This design comes from an exercise in tuning for small area, a short achievable clock period and few clock cycles on the open sky130 flow, not from production work.
Only simulation tests tie the RTL to the original design; equivalence was not proved.

==> flow/design.v <==
package ptom_pkg;
   localparam int DefaultBookDepth = 16;
   localparam logic [1:0] STATUS_OK        = 2'd0;
   localparam logic [1:0] STATUS_FULL      = 2'd1;
   localparam logic [1:0] STATUS_SELL_IGN  = 2'd2;
endpackage
module ptom_cell #(
   parameter bit IsHead = 1'b0
) (
   input  logic        clock,
   input  logic        reset,
   input  logic        ins_new,
   input  logic        ins_prev,
   input  logic        pop,
   input  logic        set_qty,
   input  logic [19:0] qty_in,
   input  logic [31:0] new_id,
   input  logic [23:0] new_price,
   input  logic [19:0] new_qty,
   input  logic        prev_used,
   input  logic [31:0] prev_id,
   input  logic [23:0] prev_price,
   input  logic [19:0] prev_qty,
   input  logic        next_used,
   input  logic [31:0] next_id,
   input  logic [23:0] next_price,
   input  logic [19:0] next_qty,
   output logic        used,
   output logic [31:0] id,
   output logic [23:0] price,
   output logic [19:0] qty
);
   logic hold;
   logic [76:0] cur, nxt;
   assign hold = !(ins_new || ins_prev || pop);
   assign cur  = {used, id, price, qty};
   assign nxt  = ({77{hold}}     & cur)
               | ({77{ins_new}}  & {1'b1, new_id, new_price, new_qty})
               | ({77{ins_prev}} & {prev_used, prev_id, prev_price, prev_qty})
               | ({77{pop}}      & {next_used, next_id, next_price, next_qty});
   always_ff @(posedge clock) begin
      if (reset) used <= 1'b0;
      else       used <= nxt[76];
      if (IsHead && reset) begin
         id    <= '0;
         price <= '0;
         qty   <= '0;
      end else begin
         id    <= nxt[75:44];
         price <= nxt[43:20];
         qty   <= set_qty ? qty_in : nxt[19:0];
      end
   end
endmodule
module price_time_order_match #(
   parameter int BookDepth = ptom_pkg::DefaultBookDepth
) (
   input  logic        clock,
   input  logic        reset,
   input  logic        start,
   output logic        busy,
   input  logic        req_action,
   input  logic [31:0] req_order_id,
   input  logic        req_side,
   input  logic [23:0] req_price,
   input  logic [19:0] req_quantity,
   output logic        rsp_strobe,
   output logic        rsp_trade_valid,
   output logic [31:0] rsp_maker_id,
   output logic [31:0] rsp_taker_id,
   output logic [23:0] rsp_trade_price,
   output logic [19:0] rsp_trade_quantity,
   output logic [19:0] rsp_remaining_quantity,
   output logic [1:0]  rsp_status,
   output logic        rsp_best_valid,
   output logic [31:0] rsp_best_id,
   output logic [23:0] rsp_best_price,
   output logic [19:0] rsp_best_quantity,
   output logic        rsp_last
);
   localparam int D = BookDepth;
   logic         busy_q;        
   logic         pend;          
   logic         mip;           
   logic         addbuy_q;      
   logic         mstart_q;      
   logic [D-1:0] ahead;
   logic [D-1:0] ahead_q;       
   logic [D-1:0] raw_q;         
   logic         cmp_new_q;     
   logic         wait_q;        
   logic         ins_q, pop_q;  
   logic [D-1:0] sell_ahead_q;
   logic         req_act_q, req_side_q;
   logic [31:0]  req_id_q;
   logic [23:0]  req_price_q;
   logic [19:0]  req_qty_q;
   logic [19:0]  rem_q;         
   logic [31:0]  sell_id_q;     
   logic [D-1:0]    used;
   logic [31:0]     id   [D];
   logic [23:0]     price[D];
   logic [19:0]     qty  [D];
   logic [D-1:0]    ins_new, ins_prev;
   logic            insert, pop, set_qty;
   logic [19:0]     head_qty_new;
   for (genvar g = 0; g < D; g++) begin : g_cell
      logic        pu, nu;
      logic [31:0] pi, ni;
      logic [23:0] pp, np;
      logic [19:0] pq, nq;
      if (g == 0) begin : g_first
         assign pu = 1'b0; assign pi = '0; assign pp = '0; assign pq = '0;
         assign ins_new[g]  = insert && !ahead[g];
         assign ins_prev[g] = 1'b0;
      end else begin : g_mid
         assign pu = used[g-1]; assign pi = id[g-1]; assign pp = price[g-1]; assign pq = qty[g-1];
         assign ins_new[g]  = insert && !ahead[g] && ahead[g-1];
         assign ins_prev[g] = insert && !ahead[g-1];
      end
      if (g == D - 1) begin : g_last
         assign nu = 1'b0; assign ni = '0; assign np = '0; assign nq = '0;
      end else if (g == 0) begin : g_head
         assign nu = used[1];
         assign ni = used[1] ? id[1]    : '0;
         assign np = used[1] ? price[1] : '0;
         assign nq = used[1] ? qty[1]   : '0;
      end else begin : g_notlast
         assign nu = used[g+1]; assign ni = id[g+1]; assign np = price[g+1]; assign nq = qty[g+1];
      end
      ptom_cell #(.IsHead(g == 0)) u_cell (
         .clock     (clock),
         .reset     (reset),
         .ins_new   (ins_new[g]),
         .ins_prev  (ins_prev[g]),
         .pop       (pop && used[g]),   
         .set_qty   (set_qty && (g == 0)),
         .qty_in    (head_qty_new),
         .new_id    (req_id_q),
         .new_price (req_price_q),
         .new_qty   (req_qty_q),
         .prev_used (pu),
         .prev_id   (pi),
         .prev_price(pp),
         .prev_qty  (pq),
         .next_used (nu),
         .next_id   (ni),
         .next_price(np),
         .next_qty  (nq),
         .used      (used[g]),
         .id        (id[g]),
         .price     (price[g]),
         .qty       (qty[g])
      );
   end
   logic        is_match, is_add, add_sell, add_full;
   logic        can;
   logic [20:0] diff;
   logic        head_le;       
   logic        more_price;    
   logic [19:0] tq, rem_left;
   logic        more, mip_in;
   assign is_match = mip || (pend && req_act_q);
   assign is_add   = pend && !req_act_q;
   assign add_sell = req_side_q;
   assign add_full = used[D-1];
   assign insert   = addbuy_q && !add_full;
   assign can = mip || (mstart_q && ahead[0]);
   assign more_price   = mip ? sell_ahead_q[1] : ahead[1];
   assign diff         = {1'b0, rem_q} - {1'b0, qty[0]};
   assign head_le      = qty[0] <= rem_q;
   assign pop          = can && head_le;
   assign set_qty      = can && !head_le;
   assign head_qty_new = qty[0] - rem_q;
   assign tq           = head_le ? qty[0] : rem_q;
   assign rem_left     = head_le ? diff[19:0] : '0;
   assign more         = head_le && (rem_q != qty[0]) && more_price;
   assign mip_in       = can && more;
   logic         taken;        
   logic         nx_act, nx_side;
   logic [19:0]  nx_qty;
   logic [D-1:0] raw, src;
   assign taken   = busy_q || start;
   assign nx_act  = busy_q ? req_act_q  : req_action;
   assign nx_side = busy_q ? req_side_q : req_side;
   assign nx_qty  = busy_q ? req_qty_q  : req_quantity;
   for (genvar g = 0; g < D; g++) begin : g_raw
      assign raw[g] = used[g] && (price[g] >= req_price);
   end
   assign src = wait_q ? ahead_q : raw_q;
   for (genvar g = 0; g < D; g++) begin : g_ahead
      logic sp_, sn_, at_;
      if (g == 0) begin : g_first
         assign sp_ = 1'b0;
         assign at_ = 1'b1;
      end else begin : g_mid
         assign sp_ = src[g-1];
         assign at_ = ahead_q[g-1];
      end
      if (g == D - 1) begin : g_last
         assign sn_ = 1'b0;
      end else begin : g_notlast
         assign sn_ = src[g+1];
      end
      assign ahead[g] = pop_q                  ? sn_ :
                        (ins_q && !ahead_q[g]) ? (at_ ? cmp_new_q : sp_) : src[g];
   end
   always_ff @(posedge clock) begin
      if (reset) begin
         mip      <= 1'b0;
         pend     <= 1'b0;
         busy_q   <= 1'b0;
         addbuy_q <= 1'b0;
         mstart_q <= 1'b0;
      end else begin
         mip      <= mip_in;
         pend     <= !mip_in && taken;
         busy_q   <= mip_in && taken;
         addbuy_q <= !mip_in && taken && !nx_act && !nx_side;
         mstart_q <= !mip_in && taken && nx_act && (nx_qty != '0);
      end
      if (!busy_q) begin
         req_act_q   <= req_action;
         req_id_q    <= req_order_id;
         req_side_q  <= req_side;
         req_price_q <= req_price;
         req_qty_q   <= req_quantity;
      end
      ahead_q   <= ahead;
      raw_q     <= raw;
      cmp_new_q <= req_price_q >= req_price;
      wait_q    <= busy_q;
      ins_q     <= insert;
      pop_q     <= pop;
      for (int i = 0; i < D; i++) begin
         if (pop) sell_ahead_q[i] <= (i == D - 1) ? 1'b0 : (mip ? sell_ahead_q[i+1] : ahead[i+1]);
         else     sell_ahead_q[i] <= mip ? sell_ahead_q[i] : ahead[i];
      end
      rem_q <= mip_in ? rem_left : nx_qty;
      if (!mip) sell_id_q <= req_act_q ? req_id_q : '0;
   end
   logic        strobe_q;
   logic        r_trade_q;
   logic [31:0] r_maker_q;
   logic [23:0] r_price_q;
   logic [19:0] r_tq_q;
   logic [19:0] r_rem_q;
   logic [1:0]  r_status_q;
   logic        r_last_q;
   always_ff @(posedge clock) begin
      if (reset) strobe_q <= 1'b0;
      else       strobe_q <= mip || pend;
      r_trade_q  <= can;
      r_maker_q  <= can ? id[0]    : '0;
      r_price_q  <= can ? price[0] : '0;
      r_tq_q     <= can ? tq       : '0;
      r_rem_q    <= !is_match ? '0 : can ? rem_left : rem_q;
      r_status_q <= !is_add ? ptom_pkg::STATUS_OK :
                    add_sell ? ptom_pkg::STATUS_SELL_IGN :
                    add_full ? ptom_pkg::STATUS_FULL : ptom_pkg::STATUS_OK;
      r_last_q   <= !mip_in;
   end
   assign busy                   = busy_q;
   assign rsp_strobe             = strobe_q;
   assign rsp_trade_valid        = r_trade_q;
   assign rsp_maker_id           = r_maker_q;
   assign rsp_taker_id           = sell_id_q;
   assign rsp_trade_price        = r_price_q;
   assign rsp_trade_quantity     = r_tq_q;
   assign rsp_remaining_quantity = r_rem_q;
   assign rsp_status             = r_status_q;
   assign rsp_last               = r_last_q;
   assign rsp_best_valid         = used[0];
   assign rsp_best_id            = id[0];
   assign rsp_best_price         = price[0];
   assign rsp_best_quantity      = qty[0];
endmodule
Settings: LEC_CHECK=0, CAP_MARGIN=20, CORE_MARGIN=2, CORE_UTILIZATION=60, CTS_CLUSTER_DIAMETER=70, CTS_CLUSTER_SIZE=30, SETUP_SLACK_MARGIN=5, SLEW_MARGIN=20; clock period 9.0 ns.
standard.sh (not shown) runs the stock make flow with config.mk's settings and CLKGATE_MAP_FILE= SYNTH_SCRIPT=/design/flow/synth_recipe.tcl, a recipe that flattens the netlist after the stock synthesis.
==> flow/flow/run.sh <==
#!/bin/bash
# The standard layout (standard.sh: the ORFS flow and its standard synthesis), with two
# changes made through ORFS variables on make's command line:
#   - the buffers ORFS puts on every input and output port are buf_2 cells.
# ORFS writes each tool's full log under orfs/logs/; make's own output goes to standard.log.
bash standard.sh SETUP_SLACK_MARGIN=5.5 "BUFFER_PORTS_ARGS=-buffer_cell sky130_fd_sc_hd__buf_2" finish > standard.log 2>&1
The first run produced a clean layout.
Testbench counts at the start, summed over its fixed seeds: cycles 5,491.
Rerun with:
- CORE_UTILIZATION: 60 -> 50
Worst setup slack barely changes.
Final area is higher by 2.8%.
Critical path depth is higher by 8.
Clock-buffer cell count is higher by 8.
Die area is higher by 20%.
Area after synthesis is unchanged.
Rerun with:
==> flow/run.sh (new file) <==
#!/bin/bash
# synth_recipe.tcl (not shown) runs the flow's synth.tcl, then flattens the netlist and writes it again
# the make line also repeats each setting of config.mk as NAME=value (left out here)
make -C /OpenROAD-flow-scripts/flow DESIGN_CONFIG=/design/flow/config.mk WORK_HOME=/design/flow/orfs CLKGATE_MAP_FILE= SYNTH_SCRIPT=/design/flow/synth_recipe.tcl finish
- ABC_CLOCK_PERIOD_IN_PS: not set -> 3000
- CTS_CLUSTER_DIAMETER: 70 -> not set
- CTS_CLUSTER_SIZE: 30 -> not set
removed: flow/flow/run.sh
removed: flow/standard.sh
What happened: Final area shrinks by 1.4%; count of clock-buffer cells in the layout rose by 132; die area does not change; hold slack hardly moves; non-clock buffer count goes down by 159.

[what the ideal ports hide]
The results above use ideal ports. As a check the final layouts listed here were re-extracted and re-timed, cells and wires unchanged.
Step 1: set_driving_cell puts a clkbuf_16 on clock and a buf_2 on each other input, an assumption about the parent block.
Step 2 moves the port delays by t, midway between the first and last clock arrival at a register: inputs arrive t later, outputs are due t later. That takes back most of the time a late clock gives input paths.
Three values: no drivers, after step 1, after step 2; two values: the first two.
run | t, ns | setup WS [ns] | clock arrival spread, ns | slew at the worst register clock pin (ns)
the first run | 0.835 | 5.403 / 5.432 / 4.633 | 0.054 / 0.053 | 0.11 / 0.11
the second run | 0.858 | 5.401 / 5.369 / 4.615 | 0.048 / 0.048 | 0.11 / 0.11
the third run | 0.885 | 5.031 / 4.986 / 4.207 | 0.041 / 0.041 | 0.07 / 0.07
After both steps setup and hold are still met in every run listed. The setup slack of the third run, which loses most, moves by -0.045 ns with the drivers and by -0.824 ns with both steps.
